Source: an optimization exercise on an open RTL-to-GDS flow (aim: small area, a short achievable clock period and few clock cycles). Production flows keep margins and buffers that such runs may drop.
No run shown here included a check of the RTL's function; only the layout flow was run.
No activity file was given, so power comes from the tool's default toggle rates.

==> design/flow/run.sh <==
#!/bin/bash
# synth_recipe.tcl (not shown) runs the flow's synth.tcl, then flattens the netlist and writes it again
# the make line also repeats each setting of config.mk as NAME=value (left out here)
make -C /OpenROAD-flow-scripts/flow DESIGN_CONFIG=/design/flow/config.mk WORK_HOME=/design/flow/orfs CLKGATE_MAP_FILE= SYNTH_SCRIPT=/design/flow/synth_recipe.tcl finish
==> design/flow/config.mk <==
export PLATFORM = sky130hd
export DESIGN_NAME = lidar_scan_packet_deframer
export DESIGN_NICKNAME = lidar_scan_packet_deframer
export VERILOG_FILES = /design/flow/design.v
export SDC_FILE = /design/flow/constraint.sdc
export NUM_CORES = 4
export LEC_CHECK = 0
export ABC_CLOCK_PERIOD_IN_PS = 2200
export CAP_MARGIN = 20
export CORE_MARGIN = 2
export CORE_UTILIZATION = 40
export CTS_BUF_LIST = sky130_fd_sc_hd__clkbuf_8
export CTS_CLUSTER_SIZE = 24
export SETUP_SLACK_MARGIN = 2.0
export SLEW_MARGIN = 20
==> design/flow/constraint.sdc <==
create_clock -name core_clock -period 4.5 [get_ports {clk}]
set_input_delay 0.9000 -clock core_clock [delete_from_list [all_inputs] [get_ports {clk}]]
set_output_delay 0.9000 -clock core_clock [all_outputs]
set_load 0.01 [all_outputs]
==> design/flow/design.v <==
package lspd_pkg;
  localparam int MAX_SAMPLES = 40;
  localparam int CNT_W       = 7;
  localparam int SAMPLE_AW   = (MAX_SAMPLES > 1) ? $clog2(MAX_SAMPLES) : 1;
  localparam int NUM_W       = 6;
  localparam logic [7:0]       HDR0_BYTE      = 8'hAA;
  localparam logic [7:0]       HDR1_BYTE      = 8'h55;
  localparam logic [7:0]       TYPE_MAX       = 8'h01;
  localparam logic [7:0]       ZERO_PKT_COUNT = 8'h01;
  localparam logic [15:0]      XOR_SEED       = 16'h55AA;
  localparam logic [CNT_W-1:0] LIMIT_RESET    = CNT_W'(40);
  localparam logic [CNT_W-1:0] MAX_LIMIT      = CNT_W'(MAX_SAMPLES);
  localparam logic [7:0]       TALLY_SAT      = 8'd254;
  localparam logic [7:0]       TALLY_NEVER    = 8'd255;
  typedef enum logic [2:0] {
    ST_SAMPLE     = 3'd0,
    ST_BAD_HEADER = 3'd1,
    ST_BAD_TYPE   = 3'd2,
    ST_ZERO_COUNT = 3'd3,
    ST_BAD_COUNT  = 3'd4,
    ST_ANGLE_BIT  = 3'd5,
    ST_CHECKSUM   = 3'd6
  } status_t;
  typedef struct packed {
    logic    hold;
    logic    xor_word;
    logic    set_count;
    logic    set_first;
    logic    set_final;
    logic    store;
    logic    restart;
    logic    err_load;
    status_t err_code;
    logic    good;
    logic    drain_read;
    logic    drain_load;
  } ctrl_cmd_t;
  typedef struct packed {
    logic is_hdr0;
    logic is_hdr1;
    logic type_ok;
    logic angle_lsb;
    logic kind_bad;
    logic range_bad;
    logic last_sample;
    logic xor_ok;
    logic drain_last;
    logic out_busy;
  } dp_status_t;
endpackage
import lspd_pkg::*;
module lspd_regs
(
  input  logic             clk,
  input  logic             rst,
  input  logic             psel,
  input  logic             penable,
  input  logic             pwrite,
  input  logic [2:0]       paddr,
  input  logic [31:0]      pwdata,
  output logic [31:0]      prdata,
  output logic             pready,
  output logic [lspd_pkg::CNT_W-1:0] sample_limit,
  output logic [5:0]       count_max      
);
  localparam logic REG_SAMPLE_LIMIT = 1'b0;
  logic wr_en;
  assign pready = 1'b1;
  assign wr_en  = psel && penable && pwrite && pready && (paddr[2] == REG_SAMPLE_LIMIT);
  always_ff @(posedge clk) begin
    if (rst) begin
      sample_limit <= LIMIT_RESET;
      count_max    <= 6'd40;
    end else if (wr_en) begin
      sample_limit <= pwdata[CNT_W-1:0];
      count_max    <= (pwdata[CNT_W-1:0] > MAX_LIMIT) ? 6'd40 : pwdata[5:0];
    end
  end
  always_comb begin
    prdata = '0;
    if (paddr[2] == REG_SAMPLE_LIMIT) begin
      prdata = {{(32-CNT_W){1'b0}}, sample_limit};
    end
  end
endmodule
import lspd_pkg::*;
module lidar_scan_packet_deframer
(
  input  logic        clk,
  input  logic        rst,
  input  logic        s_tvalid,
  output logic        s_tready,
  input  logic [7:0]  s_tdata,
  output logic        m_tvalid,
  input  logic        m_tready,
  output logic [63:0] m_tdata,
  output logic [2:0]  m_tuser,
  output logic        m_tlast,
  input  logic        psel,
  input  logic        penable,
  input  logic        pwrite,
  input  logic [2:0]  paddr,
  input  logic [31:0] pwdata,
  output logic [31:0] prdata,
  output logic        pready
);
  localparam int DEPTH = 40;
  logic [CNT_W-1:0] sample_limit;
  logic [5:0]       count_max;
  lspd_regs u_regs (
    .clk          (clk),
    .rst          (rst),
    .psel         (psel),
    .penable      (penable),
    .pwrite       (pwrite),
    .paddr        (paddr),
    .pwdata       (pwdata),
    .prdata       (prdata),
    .pready       (pready),
    .sample_limit (sample_limit),
    .count_max    (count_max)
  );
  function automatic logic [5:0] inc40(input logic [5:0] p);
    inc40 = (p == 6'd39) ? 6'd0 : p + 6'd1;
  endfunction
  logic       rdy;
  logic       h_v, k_v;
  logic [7:0] h_b, k_b;
  logic       accept;
  logic       go;
  logic       stall;
  assign s_tready = rdy;
  assign accept   = s_tvalid && rdy;
  assign go       = h_v && !stall;
  always_ff @(posedge clk) begin
    if (rst) begin
      h_v <= 1'b0;
      k_v <= 1'b0;
      rdy <= 1'b1;
    end else begin
      if (!h_v || go) begin
        if (k_v) begin
          h_v <= 1'b1;
          k_v <= accept;
          rdy <= !accept;
        end else begin
          h_v <= accept;
          rdy <= 1'b1;
        end
      end else if (accept) begin
        k_v <= 1'b1;
        rdy <= 1'b0;
      end
    end
  end
  logic [7:0] n_b;
  logic       h_aa, h_55, h_le1, h_eq1, h_cok;
  assign n_b = k_v ? k_b : s_tdata;
  always_ff @(posedge clk) begin
    if (!h_v || go) begin
      h_b   <= n_b;
      h_aa  <= (n_b == 8'hAA);
      h_55  <= (n_b == 8'h55);
      h_le1 <= (n_b[7:1] == 7'd0);
      h_eq1 <= (n_b == 8'h01);
      h_cok <= (n_b != 8'd0) && (n_b[7:6] == 2'b00) && (n_b[5:0] <= count_max);
    end
    if (accept && (k_v || (h_v && !go))) k_b <= s_tdata;
  end
  localparam logic [3:0] S_HDR0 = 4'd0, S_HDR1 = 4'd1, S_TYPE = 4'd2,
                         S_COUNT = 4'd3, S_SA_LO = 4'd4, S_SA_HI = 4'd5,
                         S_EA_LO = 4'd6, S_EA_HI = 4'd7, S_CK_LO = 4'd8,
                         S_CK_HI = 4'd9, S_SMP_LO = 4'd10, S_SMP_HI = 4'd11;
  logic [3:0]  st, st_nx;
  logic [7:0]  held;
  logic [15:0] xsum;
  logic [5:0]  p_c;        
  logic        p_t;
  logic [14:0] p_sa, p_ea;
  logic [5:0]  rem;        
  logic [15:0] word;
  logic [15:0] xor_upd;
  logic        err;
  logic [2:0]  code;
  logic        last;
  logic        good;
  logic        lo_ok;      
  logic [15:0] mem [0:DEPTH-1];
  logic [5:0]  wp, cp, rd;
  logic [5:0]  used;       
  logic [5:0]  ubase;      
  logic [5:0]  ncomm;      
  logic        full;
  logic        cm_pend;
  assign word      = {h_b, held};
  assign xor_upd   = xsum ^ word;
  assign last      = (rem == 6'd1);
  assign full      = (used == 6'd40);
  assign stall     = full || ((st == S_COUNT) && cm_pend);
  always_comb begin
    st_nx = st;
    err   = 1'b0;
    code  = 3'd0;
    good  = 1'b0;
    case (st)
      S_HDR0:  if (h_aa) st_nx = S_HDR1; else begin err = 1'b1; code = 3'd1; end
      S_HDR1:  if (h_55) st_nx = S_TYPE; else begin err = 1'b1; code = 3'd1; end
      S_TYPE:  if (h_le1) st_nx = S_COUNT; else begin err = 1'b1; code = 3'd2; end
      S_COUNT: begin
        if (held[0] && !h_eq1) begin err = 1'b1; code = 3'd3; end
        else if (!h_cok) begin err = 1'b1; code = 3'd4; end
        else st_nx = S_SA_LO;
      end
      S_SA_LO: if (h_b[0]) st_nx = S_SA_HI; else begin err = 1'b1; code = 3'd5; end
      S_SA_HI: st_nx = S_EA_LO;
      S_EA_LO: if (h_b[0]) st_nx = S_EA_HI; else begin err = 1'b1; code = 3'd5; end
      S_EA_HI: st_nx = S_CK_LO;
      S_CK_LO: st_nx = S_CK_HI;
      S_CK_HI: st_nx = S_SMP_LO;
      S_SMP_LO: st_nx = S_SMP_HI;
      S_SMP_HI: begin
        if (!last) st_nx = S_SMP_LO;
        else if (lo_ok && (h_b == xsum[15:8])) begin good = 1'b1; st_nx = S_HDR0; end
        else begin err = 1'b1; code = 3'd6; end
      end
      default: st_nx = S_HDR0;
    endcase
    if (err) st_nx = S_HDR0;
  end
  logic wr_smp;
  assign wr_smp = go && (st == S_SMP_HI) && !err;
  always_ff @(posedge clk) begin
    if (rst) begin
      st <= S_HDR0;
    end else if (go) begin
      st <= st_nx;
    end
  end
  always_ff @(posedge clk) begin
    if (go) begin
      held <= h_b;
      case (st)
        S_HDR0: xsum <= XOR_SEED;
        S_COUNT, S_SA_HI, S_EA_HI, S_CK_HI, S_SMP_HI: xsum <= xor_upd;
        default: ;
      endcase
      if (st == S_COUNT) begin
        p_c <= h_b[5:0];
        p_t <= held[0];
        rem <= h_b[5:0];
      end
      if (st == S_SMP_HI) rem <= rem - 6'd1;
      lo_ok <= (h_b == xsum[7:0]);
      if (st == S_SA_HI) p_sa <= word[15:1];
      if (st == S_EA_HI) p_ea <= word[15:1];
    end
  end
  logic [5:0]  pp_start;   
  logic        pkt_act;    
  logic [14:0] d_sa, d_ea;
  logic        d_t;
  logic [5:0]  r_i;
  logic [5:0]  r_left;     
  logic        out_err;
  logic [2:0]  out_code;
  logic [15:0] out_dist;
  logic [5:0]  out_i;
  logic        out_last;
  logic [7:0]  ftally;
  logic        w_en;
  logic [5:0]  w_addr;
  logic [15:0] w_data;
  logic [5:0]  w_cnt;      
  logic        can_rd, ld, rd_first, rd_smp, rd_last;
  logic [15:0] rd_word;
  logic        nz;         
  logic [5:0]  nsum;
  assign nsum     = ncomm + w_cnt;
  assign can_rd   = nz;
  assign ld       = can_rd && (!m_tvalid || m_tready);
  assign rd_first = !pkt_act && cm_pend && (rd == pp_start);
  assign rd_smp   = pkt_act || rd_first;
  assign rd_last  = pkt_act ? (r_left == 6'd1) : (p_c == 6'd1);
  assign rd_word  = mem[rd];
  logic [5:0] u_up, u_dn, ub_up, ub_dn;
  assign u_up  = ld ? used : used + 6'd1;
  assign u_dn  = ld ? used - 6'd1 : used;
  assign ub_up = ld ? ubase : ubase + 6'd1;
  assign ub_dn = ld ? ubase - 6'd1 : ubase;
  always_ff @(posedge clk) begin
    if (rst) begin
      wp    <= '0;
      cp    <= '0;
      used  <= '0;
      ubase <= '0;
      w_en  <= 1'b0;
      w_cnt <= '0;
    end else begin
      w_en   <= go && (err || (st == S_SMP_HI));
      w_cnt  <= !go ? 6'd0 : err ? 6'd1 : good ? p_c : 6'd0;
      if (go && err) begin
        cp    <= inc40(cp);
        wp    <= inc40(cp);
        used  <= ub_up;
        ubase <= ub_up;
      end else if (wr_smp) begin
        wp    <= inc40(wp);
        used  <= u_up;
        if (good) begin
          cp    <= inc40(wp);
          ubase <= u_up;
        end else begin
          ubase <= ub_dn;
        end
      end else begin
        used  <= u_dn;
        ubase <= ub_dn;
      end
    end
  end
  always_ff @(posedge clk) begin
    if (go) begin
      w_addr <= err ? cp : wp;
      w_data <= err ? {13'd0, code} : word;
    end
    if (go && good) pp_start <= cp;
  end
  always_ff @(posedge clk) begin
    if (w_en) mem[w_addr] <= w_data;
  end
  always_ff @(posedge clk) begin
    if (rst) begin
      rd       <= '0;
      ncomm    <= '0;
      nz       <= 1'b0;
      cm_pend  <= 1'b0;
      pkt_act  <= 1'b0;
      m_tvalid <= 1'b0;
      ftally   <= 8'd255;
    end else begin
      if (ld) rd <= inc40(rd);
      ncomm <= nsum - {5'd0, ld};
      nz    <= ld ? (nsum > 6'd1) : (nsum != 6'd0);
      if (ld) begin
        m_tvalid <= 1'b1;
        if (rd_smp) begin
          pkt_act <= !rd_last;
          ftally  <= 8'd0;
        end else begin
          if (ftally < 8'd254) ftally <= ftally + 8'd1;
        end
      end else if (m_tready) begin
        m_tvalid <= 1'b0;
      end
      if (go && good) cm_pend <= 1'b1;
      else if (ld && rd_first) cm_pend <= 1'b0;
    end
  end
  always_ff @(posedge clk) begin
    if (ld && rd_first) begin
      d_sa <= p_sa;
      d_ea <= p_ea;
      d_t  <= p_t;
    end
    if (ld) begin
      r_i      <= pkt_act ? r_i + 6'd1 : 6'd1;
      r_left   <= (pkt_act ? r_left : p_c) - 6'd1;
      out_err  <= !rd_smp;
      out_code <= rd_smp ? 3'd0 : rd_word[2:0];
      out_dist <= rd_smp ? rd_word : 16'd0;
      out_i    <= pkt_act ? r_i : 6'd0;
      out_last <= !rd_smp || rd_last;
    end
  end
  assign m_tdata = {3'b000,
                    ftally & {8{out_err}},
                    d_t & !out_err,
                    d_ea & {15{!out_err}},
                    d_sa & {15{!out_err}},
                    out_i,
                    out_dist};
  assign m_tuser = out_code;
  assign m_tlast = out_last;
endmodule
==> results of run 1 <==
[worst max-delay path, cell delays in order (launching register included)]
cell and delay (ps):
dfxtp_1 1080, buf_4 500, mux4_2 370, mux2_4 290, o21ai_4 140, nor2_1 70
[where the power goes]
group | internal [mW] | switching, mW
logic | 2.63 | 2.35
clock network | 3.52 | 3.30
registers | 9.46 | 0.220
total | 15.6 | 5.87
[routing by layer]
layer	GRT usage (%)	up-vias
met5	0	-
met4	5.96	0
met3	3.55	140
met2	31.5	710
met1	25.2	10700
li1	-	9003
[worst max path at each step]
stage / from / endpoint / slack [ps] / depth (start not counted)
2_1_floorplan: s_tdata[1] / h_cok / 1940 / 9
3_3_place_gp: flip-flop / out_dist[2] / 1140 / 7
3_5_place_dp: flip-flop / out_dist[2] / 1080 / 7
4_1_cts: out_err / m_tdata[48] / 1750 / 4
5_1_grt: flip-flop / out_dist[2] / 1710 / 5
6_report: flip-flop / out_dist[2] / 1770 / 5
[synthesized netlist by cell type (all sizes together), types with 6 or more instances]
master  number  area share (%)
edfxtp     827              68
mux4       166              10
nor2       120             1.2
nand2      105             1.1
dfxtp       81             4.4
a211oi      75             1.5
buf         73             1.2
nor2b       70             1.2
clkbuf      68            0.70
a21oi       58            0.88
mux2i       56             1.5
xnor2       53             1.3
o21ai       44            0.60
inv         35            0.36
nor3        27            0.37
xor2        27            0.64
ha          26            0.89
and2        25            0.43
nand3       25            0.35
and3        20            0.34
nand4       14            0.24
mux2        11            0.34
nand2b      10            0.17
a22oi        7            0.14
a31oi        7            0.14
or3          7            0.12
o22ai        6            0.10
[timing repair]
item | in CTS | in global routing
setup endpoints to repair | 263 | 104
resized for setup | 354 | 97
pin swaps | 39 | 40
setup buffers | 68 | 40
gates cloned | 11 | 6
[sequential cells by signal, indices dropped and copies added, names as in the netlist, 7 cells and up, named ones only]
| register | cells |
|---|---|
| d_ea | 15 |
| d_sa | 15 |
| ftally | 8 |
| h_b | 8 |
| held | 8 |
| k_b | 8 |
| mem | 640 |
| out_dist | 16 |
| p_ea | 15 |
| p_sa | 15 |
| u_regs.sample_limit | 7 |
| w_data | 16 |
| xsum | 16 |
[cells by family (layout without fill, tap and decap cells)]
group	after synthesis	after routing	share of synthesized area [%]
AO/OA/AOI/OAI	240	240	4.42
XOR/XNOR	80	80	1.91
adder cells (fa/ha/maj)	27	27	0.940
buffers and inverters	177	608	2.27
flip-flops	908	908	72.0
multiplexers	233	233	12.0
other	2	31	0.0205
AND/OR/NAND/NOR	459	459	6.35
[layout by cell type (no fill, tap or decap), drive strengths merged, types with 27 or more instances in the layout]
| cell | synthesis | routed |
|---|---|---|
| a211oi | 75 | 75 |
| a21oi | 58 | 58 |
| buf | 73 | 236 |
| clkbuf | 68 | 163 |
| clkinv | 1 | 39 |
| conb | 2 | 29 |
| dfxtp | 81 | 81 |
| dlygate4sd2 | 0 | 38 |
| edfxtp | 827 | 827 |
| inv | 35 | 95 |
| mux2i | 56 | 56 |
| mux4 | 166 | 166 |
| nand2 | 105 | 105 |
| nor2 | 120 | 120 |
| nor2b | 70 | 70 |
| nor3 | 27 | 27 |
| o21ai | 44 | 44 |
| xnor2 | 53 | 53 |
| xor2 | 27 | 27 |
[layout make-up]
cell class	instances	area share [%]
flip-flops and latches	908	59.2
repair buffers	308	7.35
clock buffers	156	4.80
multi-input cells	1068	23.5
diodes	2	0.0112
well taps	1186	3.32
clock inverters	108	1.42
inverters	36	0.333
==> impl_metrics.json, run 1 <==
{
  "setup.worst_path.start_class": "flip-flop",
  "post-place-ws_ps": 1080,
  "drive_gt1_share_pct": 30.1,
  "multiInputGateArea_um2": 10500,
  "reg2reg_depth": 5,
  "overflow": 0,
  "p_total_mw": 21.5,
  "post_drt_via_cell_ratio": 5.44,
  "max-clock-path-buffers": 3,
  "place_inst": 3381,
  "path_max_fanout": 20,
  "num_rows": 111,
  "synthFlopType": "edfxtp_1",
  "outcome": "finished clean",
  "maxSlewViolCount": 0,
  "synth_edf_count": 827,
  "finalClockSkew_ps": 36.6,
  "cap_violations": 0,
  "holdPathEnd": "d_sa[7]",
  "top_layer_used": "met4",
  "fill_cells": 7501,
  "layout_min_cycle_time_ps": 2730,
  "cts_root_buf": "clkbuf_8",
  "first_iter_violations": 1985,
  "worstMarginPinSlew_ps": 1150,
  "postCtsHoldBufs": 0,
  "finalSetupTns_ps": 0,
  "rrSetupSlack_ps": 1770,
  "max_freq_mhz": 367,
  "p_leak_nw": 14.8,
  "maxSlewHeadroom_pct": 23.1,
  "postRouteAntennaNets": 0,
  "netlist_area_um2": 36700,
  "finalNetCount": 2549,
  "cts.sinks": 908,
  "worstHoldPathCells": 0,
  "rsz0062_at_grt": "yes",
  "irDropWorstVdd_uv": 325,
  "worstPathRequired_ps": 5040,
  "h-tree-depth": 4,
  "fin_cells": 3772,
  "whs_ps": 405,
  "dr_wl_met2_um": 44500,
  "wl_per_cell_um": 23.8,
  "layout_setup_ws_ps": 1770,
  "ys_seq_elements": 908,
  "hpwl_um": 49500,
  "ys_seq_area_share_pct": 72.0,
  "fin_crit_sh_pct": 60.6,
  "numCtsBuffers": 150,
  "hold_start": "p_sa[7]",
  "grt.total_usage_pct": 18.9,
  "setup_viol": 0,
  "ios": 153,
  "die_y_um": 307,
  "rr_endpoint": "out_dist[2]",
  "utilization_pct": 48.9,
  "grt_max_degree": 52,
  "clkSlewWorstSetupHoldPaths_ps": 70,
  "finalInstanceArea_um2": 44700,
  "p_per_area_nw_per_um2": 480,
  "drcViolationCount": 0,
  "grt_pass1_vias": 20900,
  "core_area_um2": 91400,
  "first_pass_iters": 6,
  "grt_pass1_wl_um": 132000,
  "yosysUniqueCellTypes": 75,
  "wirelength_um": 89700,
  "die_area_um2": 94200,
  "syn_avg_cell_area_um2": 17.3,
  "gp_congestion": 0.841,
  "netlist_instances": 2126,
  "ff_latch_area_um2": 26500,
  "die_x_um": 307,
  "cts_tree": "built",
  "cp.arrival_ps": 3270,
  "synthToLayoutAreaGrowth_pct": 21.8,
  "critPathCaptureType": "flip-flop",
  "wl_met3_um": 5400,
  "num_vias": 20500,
  "placed_cell_area_um2": 39400,
  "wl_met1_um": 37900,
  "min_path_type": "reg -> reg",
  "hold_violations": 0,
  "crit_type": "reg -> reg",
  "port_buffers": 96,
  "async_flop_share_pct": 0,
  "start_util_pct": 40.2,
  "clkLatencyLatePin_ps": 810,
  "antenna_found_initial": 2,
  "ys.warnings.count": 2
}
==> run 2: changes to the inputs <==
--- a/design/flow/design.v
+++ b/design/flow/design.v
@@ -257,11 +257,9 @@
   end
   logic [5:0]  pp_start;   
   logic        pkt_act;    
+  logic [5:0]  r_left;     
   logic [14:0] d_sa, d_ea;
   logic        d_t;
-  logic [5:0]  r_i;
-  logic [5:0]  r_left;     
-  logic        out_err;
   logic [2:0]  out_code;
   logic [15:0] out_dist;
   logic [5:0]  out_i;
@@ -271,13 +269,17 @@
   logic [5:0]  w_addr;
   logic [15:0] w_data;
   logic [5:0]  w_cnt;      
-  logic        can_rd, ld, rd_first, rd_smp, rd_last;
+  logic        r_v;
+  logic [15:0] r_word;
+  logic        r_smp, r_first, r_last;
+  logic [5:0]  r_i;
+  logic        o_ld, ld, rd_first, rd_smp, rd_last;
   logic [15:0] rd_word;
   logic        nz;         
   logic [5:0]  nsum;
   assign nsum     = ncomm + w_cnt;
-  assign can_rd   = nz;
-  assign ld       = can_rd && (!m_tvalid || m_tready);
+  assign o_ld     = r_v && (!m_tvalid || m_tready);
+  assign ld       = nz && (!r_v || !m_tvalid || m_tready);
   assign rd_first = !pkt_act && cm_pend && (rd == pp_start);
   assign rd_smp   = pkt_act || rd_first;
   assign rd_last  = pkt_act ? (r_left == 6'd1) : (p_c == 6'd1);
@@ -335,50 +337,55 @@
       nz       <= 1'b0;
       cm_pend  <= 1'b0;
       pkt_act  <= 1'b0;
+      r_v      <= 1'b0;
       m_tvalid <= 1'b0;
       ftally   <= 8'd255;
     end else begin
-      if (ld) rd <= inc40(rd);
       ncomm <= nsum - {5'd0, ld};
       nz    <= ld ? (nsum > 6'd1) : (nsum != 6'd0);
       if (ld) begin
+        rd <= inc40(rd);
+        if (rd_smp) pkt_act <= !rd_last;
+      end
+      if (ld) r_v <= 1'b1;
+      else if (o_ld) r_v <= 1'b0;
+      if (o_ld) begin
         m_tvalid <= 1'b1;
-        if (rd_smp) begin
-          pkt_act <= !rd_last;
-          ftally  <= 8'd0;
-        end else begin
-          if (ftally < 8'd254) ftally <= ftally + 8'd1;
-        end
+        if (r_smp) ftally <= 8'd0;
+        else if (ftally < 8'd254) ftally <= ftally + 8'd1;
       end else if (m_tready) begin
         m_tvalid <= 1'b0;
       end
       if (go && good) cm_pend <= 1'b1;
-      else if (ld && rd_first) cm_pend <= 1'b0;
+      else if (o_ld && r_first) cm_pend <= 1'b0;
     end
   end
   always_ff @(posedge clk) begin
-    if (ld && rd_first) begin
-      d_sa <= p_sa;
-      d_ea <= p_ea;
-      d_t  <= p_t;
-    end
     if (ld) begin
-      r_i      <= pkt_act ? r_i + 6'd1 : 6'd1;
-      r_left   <= (pkt_act ? r_left : p_c) - 6'd1;
-      out_err  <= !rd_smp;
-      out_code <= rd_smp ? 3'd0 : rd_word[2:0];
-      out_dist <= rd_smp ? rd_word : 16'd0;
-      out_i    <= pkt_act ? r_i : 6'd0;
-      out_last <= !rd_smp || rd_last;
+      r_word  <= rd_word;
+      r_smp   <= rd_smp;
+      r_first <= rd_first;
+      r_last  <= !rd_smp || rd_last;
+      r_i     <= pkt_act ? r_i + 6'd1 : 6'd0;
+      if (rd_smp) r_left <= (pkt_act ? r_left : p_c) - 6'd1;
+    end
+    if (o_ld) begin
+      if (r_first) begin
+        d_sa <= p_sa;
+        d_ea <= p_ea;
+        d_t  <= p_t;
+      end else if (!r_smp) begin
+        d_sa <= '0;
+        d_ea <= '0;
+        d_t  <= 1'b0;
+      end
+      out_code <= r_smp ? 3'd0 : r_word[2:0];
+      out_dist <= r_smp ? r_word : 16'd0;
+      out_i    <= r_smp ? r_i : 6'd0;
+      out_last <= r_last;
     end
   end
-  assign m_tdata = {3'b000,
-                    ftally & {8{out_err}},
-                    d_t & !out_err,
-                    d_ea & {15{!out_err}},
-                    d_sa & {15{!out_err}},
-                    out_i,
-                    out_dist};
+  assign m_tdata = {3'b000, ftally, d_t, d_ea, d_sa, out_i, out_dist};
   assign m_tuser = out_code;
   assign m_tlast = out_last;
 endmodule
==> design/flow/config.mk (replaced) <==
export PLATFORM = sky130hd
export DESIGN_NAME = lidar_scan_packet_deframer
export DESIGN_NICKNAME = lidar_scan_packet_deframer
export VERILOG_FILES = /design/flow/design.v
export SDC_FILE = /design/flow/constraint.sdc
export NUM_CORES = 4
export LEC_CHECK = 0
export ABC_CLOCK_PERIOD_IN_PS = 2000
export CAP_MARGIN = 20
export CORE_MARGIN = 2
export CORE_UTILIZATION = 40
export SETUP_SLACK_MARGIN = 2.3
export SLEW_MARGIN = 20
==> impl_metrics.json, run 2 <==
{
  "outcome": "finished clean",
  "hold_violations": 0,
  "core_area_um2": 91700,
  "ys.warnings.count": 2,
  "setup_viol": 0,
  "port_buffers": 96,
  "wl_per_cell_um": 24.5,
  "synth.top_cell.area_share_pct": 68.7,
  "min_path_type": "reg -> reg",
  "ff_latch_area_um2": 27000,
  "syn_avg_cell_area_um2": 17.9,
  "setup.worst_path.start_class": "flip-flop",
  "die_y_um": 308,
  "drcViolationCount": 0,
  "post-place-ws_ps": 1120,
  "post_drt_via_cell_ratio": 5.45,
  "utilization_pct": 49.1,
  "multiInputGateArea_um2": 10500,
  "rr_endpoint": "r_word[11]",
  "placed_cell_area_um2": 39900,
  "max_freq_mhz": 374,
  "reg2reg_depth": 8,
  "drive_gt1_share_pct": 32.3,
  "first_iter_violations": 1803,
  "wirelength_um": 88100,
  "place_inst": 3320,
  "start_util_pct": 40.3,
  "grt_pass1_vias": 20200,
  "top_register": "mem",
  "grt_pass1_wl_um": 131000,
  "fin_cells": 3602,
  "synthFlopType": "edfxtp_1",
  "yosysUniqueCellTypes": 75,
  "numCtsBuffers": 94,
  "num_rows": 111,
  "cts_tree": "built",
  "use_met1_pct": 25.7,
  "netlist_area_um2": 37000,
  "overflow": 0,
  "worstSetupEndpoint": "r_word[11]",
  "postRouteAntennaNets": 0,
  "crit_type": "reg -> reg",
  "rrSetupSlack_ps": 1830,
  "layout_min_cycle_time_ps": 2670,
  "async_flop_share_pct": 0,
  "n_antenna_cell": 0,
  "p_total_mw": 22.4,
  "maxSlewViolCount": 0,
  "irDropWorstVdd_uv": 297,
  "synthToLayoutAreaGrowth_pct": 21.9,
  "use_met2_pct": 31.3,
  "finalSetupTns_ps": 0,
  "max-clock-path-buffers": 3,
  "cp.arrival_ps": 3030,
  "clkSlewWorstSetupHoldPaths_ps": 60,
  "antenna_found_initial": 1,
  "cap_violations": 0,
  "grt.total_usage_pct": 18.6,
  "synth_top_cell_by_area": "edfxtp_1",
  "largest_reg_flops": 640,
  "cts.sinks": 921,
  "grt_max_degree": 52,
  "worstPathRequired_ps": 4860,
  "use_met3_pct": 2.30,
  "netlist_instances": 2062,
  "synth_common_cells": "edfxtp_1 (845), mux4_2 (192), nor2_1 (132)",
  "synth_area_leaders": "edfxtp_1 (69%), mux4_2 (12%), dfxtp_1 (4.1%)",
  "layout_setup_ws_ps": 1830,
  "gp_congestion": 0.810,
  "r2r-start": "rd[0]",
  "die_x_um": 308,
  "crit_start": "rd[0]",
  "finalNetCount": 2419,
  "die_area_um2": 94800,
  "cts_root_buf": "clkbuf_16",
  "ys_seq_elements": 921,
  "num_vias": 19600,
  "finalInstanceArea_um2": 45000,
  "p_leak_nw": 14.6,
  "h-tree-depth": 3,
  "synth_most_common_cell": "edfxtp_1",
  "rsz0062_at_grt": "yes",
  "fin_crit_sh_pct": 59.3,
  "maxSlewHeadroom_pct": 28.6,
  "whs_ps": 445,
  "path_max_fanout": 7,
  "final_cell_mix": "edfxtp_1 (845), mux4_2 (192), buf_4 (122), nor2_1 (112), clkbuf_16 (97)",
  "ios": 153,
  "ys_seq_area_share_pct": 72.8,
  "p_per_area_nw_per_um2": 498,
  "finalClockSkew_ps": 59.6,
  "synth_edf_count": 845,
  "fill_cells": 7458,
  "first_pass_iters": 5,
  "critPathCaptureType": "flip-flop",
  "mostFrequentLayoutCell": "edfxtp_1",
  "grt-busiest-layer": "met2",
  "hpwl_um": 50000,
  "clkLatencyLatePin_ps": 670,
  "worstMarginPinSlew_ps": 1070
}
run 2: changes by cell type in the layout (fill, tap and decap cells not counted), sizes merged, moves of 15 or more:
| cell | delta |
|---|---|
| a211oi | -50 |
| clkbuf | -25 |
| edfxtp | +18 |
| and2 | +51 |
| clkdlybuf4s15 | +23 |
| mux2i | -26 |
| dlygate4sd2 | -37 |
| o21ai | -15 |
| inv | -59 |
| mux4 | +26 |
| nor2 | +15 |
| nor2b | -34 |
run 2: worst min path at each step:
stage | from | to | slack [ps] | cells past startpoint
6_report | r_last | out_last | 450 | 0
5_1_grt | r_last | out_last | 460 | 0
4_1_cts | r_last | out_last | 460 | 0
3_5_place_dp | r_last | out_last | 440 | 0
3_3_place_gp | u_regs.sample_limit[4] | u_regs.sample_limit[4] | 440 | 2
2_1_floorplan | r_last | out_last | 400 | 0
run 2: critical path: stages, from the launching register on:
cell,delay [ps]
dfxtp_4,380
buf_12,170
buf_12,140
buf_16,140
mux4_2,510
mux4_2,550
nor2b_4,170
a211oi_4,310
a21oi_2,40
run 2: power by group:
group	internal, mW	switching (mW)
clock network	4.45	3.26
registers	9.72	0.280
logic	2.47	2.25
run 2: timing repair:
action                     in CTS  in global routing
pin swaps                      55                 35
gates cloned                   14                  2
setup endpoints to repair     387                269
buffers inserted               84                 11
hold buffers                    0                  0
gates resized for setup       399                 95
run 2: metal layers:
layer | vias to the layer above | wire length [µm]
met5 | - | 0
met4 | 0 | 2020
met3 | 129 | 4270
met2 | 571 | 44100
met1 | 10300 | 37700
li1 | 8576 | -
run 2: area by class of cell:
cell class,count,area share (%)
timing repair buffer,289,6.60
clock buffer,120,5.53
multi-input combinational,1003,23.2
tap,1186,3.29
sequential,921,59.8
inverter,33,0.281
clock inverter,50,1.25
run 2: cells by family after synthesis:
logic type / Yosys count / share of synthesized area (%)
flip-flops: 921 / 72.8
other: 2 / 0.0203
AO/OA/AOI/OAI: 167 / 2.97
XOR/XNOR: 90 / 2.13
buffers and inverters: 169 / 2.13
multiplexers: 234 / 12.9
adder cells (fa/ha/maj): 27 / 0.935
AND/OR/NAND/NOR: 452 / 6.14
==> run 3: changes to the inputs <==
--- a/design/flow/config.mk
+++ b/design/flow/config.mk
@@ -5,9 +5,9 @@
 export SDC_FILE = /design/flow/constraint.sdc
 export NUM_CORES = 4
 export LEC_CHECK = 0
-export ABC_CLOCK_PERIOD_IN_PS = 2000
+export ABC_CLOCK_PERIOD_IN_PS = 2200
 export CAP_MARGIN = 20
 export CORE_MARGIN = 2
 export CORE_UTILIZATION = 40
-export SETUP_SLACK_MARGIN = 2.3
+export SETUP_SLACK_MARGIN = 2.0
 export SLEW_MARGIN = 20
==> impl_metrics.json, run 3 <==
{
  "grt.total_usage_pct": 18.4,
  "antenna_found_initial": 2,
  "post_drt_via_cell_ratio": 5.49,
  "irDropWorstVdd_uv": 303,
  "synth_edf_count": 845,
  "grt_pass1_wl_um": 129000,
  "ys_seq_area_share_pct": 72.8,
  "path_common_cell": "buf_12",
  "die_area_um2": 94800,
  "postCtsHoldBufs": 0,
  "wl_per_cell_um": 24.4,
  "p_per_area_nw_per_um2": 506,
  "setup.worst_path.start_class": "flip-flop",
  "cts_tree": "built",
  "p_leak_nw": 14.4,
  "cap_violations": 0,
  "max-clock-path-buffers": 3,
  "synth.top_cell.area_share_pct": 68.7,
  "async_flop_share_pct": 0,
  "num_rows": 111,
  "p_total_mw": 22.6,
  "crit_path_top_delay_cell": "mux4_2",
  "netlist_area_um2": 37000,
  "gp_congestion": 0.820,
  "yosysUniqueCellTypes": 75,
  "utilization_pct": 48.9,
  "synth_area_leaders": "edfxtp_1 (69%), mux4_2 (12%), dfxtp_1 (4.1%)",
  "clkLatencyLatePin_ps": 660,
  "fin_crit_sh_pct": 60.0,
  "final_cell_mix": "edfxtp_1 (845), mux4_2 (192), nor2_1 (119), buf_4 (111), clkbuf_16 (98)",
  "path_max_fanout": 6,
  "core_area_um2": 91700,
  "h-tree-depth": 3,
  "numCtsBuffers": 95,
  "mostFrequentLayoutCell": "edfxtp_1",
  "cts.sinks": 921,
  "maxSlewHeadroom_pct": 24.8,
  "wirelength_um": 87600,
  "die_x_um": 308,
  "slowest_delay_ps": 530,
  "finalSetupTns_ps": 0,
  "finalNetCount": 2397,
  "synth_common_cells": "edfxtp_1 (845), mux4_2 (192), nor2_1 (132)",
  "first_pass_iters": 7,
  "worstPathRequired_ps": 4860,
  "start_util_pct": 40.3,
  "layout_min_cycle_time_ps": 2700,
  "ys_seq_elements": 921,
  "drive_gt1_share_pct": 27.6,
  "crit_type": "reg -> reg",
  "finalClockSkew_ps": 42.6,
  "hpwl_um": 50600,
  "ys.warnings.count": 2,
  "worstMarginPinSlew_ps": 1130,
  "synthFlopType": "edfxtp_1",
  "grt_max_degree": 52,
  "largest_reg_flops": 640,
  "cp.arrival_ps": 3060,
  "max_freq_mhz": 371,
  "cts_root_buf": "clkbuf_16",
  "overflow": 0,
  "setup_viol": 0,
  "hold_violations": 0,
  "clkSlewWorstSetupHoldPaths_ps": 60,
  "syn_avg_cell_area_um2": 17.9,
  "num_vias": 19700,
  "rsz0062_at_grt": "yes",
  "postRouteAntennaNets": 0,
  "die_y_um": 308,
  "ios": 153,
  "drcViolationCount": 0,
  "port_buffers": 96,
  "min_path_type": "reg -> reg",
  "outcome": "finished clean",
  "synth_top_cell_by_area": "edfxtp_1",
  "first_iter_violations": 1999,
  "grt_pass1_vias": 19900,
  "netlist_instances": 2062,
  "top_register": "mem",
  "synthToLayoutAreaGrowth_pct": 21.2,
  "synth_most_common_cell": "edfxtp_1",
  "critPathCaptureType": "flip-flop",
  "cp_cell_sequence": "buf_12 -> buf_12 -> buf_12 -> mux4_2 -> mux4_2 -> nor2b_4 -> a211oi_4 -> a21oi_2",
  "maxSlewViolCount": 0
}
==> run 3: area by class of cell <==
| cell class | count | area [µm²] |
|---|---|---|
| Tap cell | 1186 | 1480 |
| Clock buffer | 120 | 2520 |
| Timing Repair Buffer | 267 | 2960 |
| Sequential cell | 921 | 26900 |
| Inverter | 33 | 125 |
| Fill cell | 7487 | 46900 |
| Clock inverter | 57 | 584 |
| Antenna cell | 2 | 5.00 |
| Multi-Input combinational cell | 1002 | 10200 |
==> run 3: per-layer routing <==
metal  vias to the layer above  global-route usage (%)  share of wire [%]
li1                       8545                       -                  -
met3                       131                    2.24                5.8
met2                       636                    30.6                 50
met4                         2                    5.29                2.4
met1                     10400                    25.6                 42
met5                         -                       0              0.023
==> run 3: cell families after synthesis <==
group | after synthesis | share of synthesized area (%)
buffers and inverters | 169 | 2.13
AND/OR/NAND/NOR | 452 | 6.14
AO/OA/AOI/OAI | 167 | 2.97
flip-flops | 921 | 72.8
XOR/XNOR | 90 | 2.13
other | 2 | 0.0203
multiplexers | 234 | 12.9
adder cells (fa/ha/maj) | 27 | 0.935
==> run 3: worst max-delay path, delay by kind of cell (launching register included) <==
kind | cells | cell delay [ps]
muxes | 2 | 1050
buffers and inverters | 3 | 440
AOI/OAI and AO/OA | 2 | 380
and+or+nand+nor | 1 | 170
DFF | 1 | 380
==> run 3: final timing paths <==
check	cells past startpoint	slack, ps	startpoint	endpoint
max	8	1800	rd[0]	r_word[13]
min	0	420	r_last	out_last
max reg2reg	8	1800	rd[0]	r_word[13]
min reg2reg	0	420	r_last	out_last
==> run 3: stage by stage <==
stage | hold slack (ps) | setup WS (ps) | instance area [µm²] | std cells
finish | 423 | 1800 | 44800 | 3588
global route | 454 | 1770 | 44800 | 3586
CTS | 425 | 1770 | 44300 | 3568
detailed placement | 421 | 1080 | 39700 | 3327
global placement | 410 | 1100 | 39700 | 3327
floorplan | 400 | 1940 | 37100 | 2089
==> run 3: what timing repair did <==
item,CTS,global route
buffers inserted,49,15
pin swaps,37,25
resized for setup,176,88
cloned,15,2
endpoints found under the setup margin,142,124
==> run 3: where the power goes <==
group / switching [mW] / total, mW / internal (mW)
Sequential: 0.299 / 10.0 / 9.71
Clock: 3.26 / 7.82 / 4.56
Combinational: 2.24 / 4.81 / 2.58

static timing again, ports no longer ideal:
Ports are ideal in the flow. The routed layouts listed here were re-timed in OpenROAD. Step 1, drivers: a clkbuf_16 drives clk and a buf_2 each remaining input, both assumed. Step 2 times the ports against the registers' clock, not the clock port: input delays grow and output delays shrink by t, the midpoint of the rising clock arrivals with the driver on. Slacks: no drivers / after step 1 / after step 2; pairs: no drivers / after step 1.
run	t, ns	slack for setup (ns)	worst setup path after step 2	latest minus earliest clock arrival (ns)	worst slew at a driven data input, ns
run 1	0.853	1.773 / 1.723 / 1.306	input to register	0.040 / 0.041	0.04
run 2	0.702	1.830 / 1.830 / 1.561	input to register	0.063 / 0.063	0.05
run 3	0.703	1.802 / 1.802 / 1.512	input to register	0.044 / 0.044	0.04
After both steps setup and hold are still met in every run listed. For run 1, which loses most, drivers alone change the setup slack by -0.050 ns; drivers and shift together by -0.467 ns.
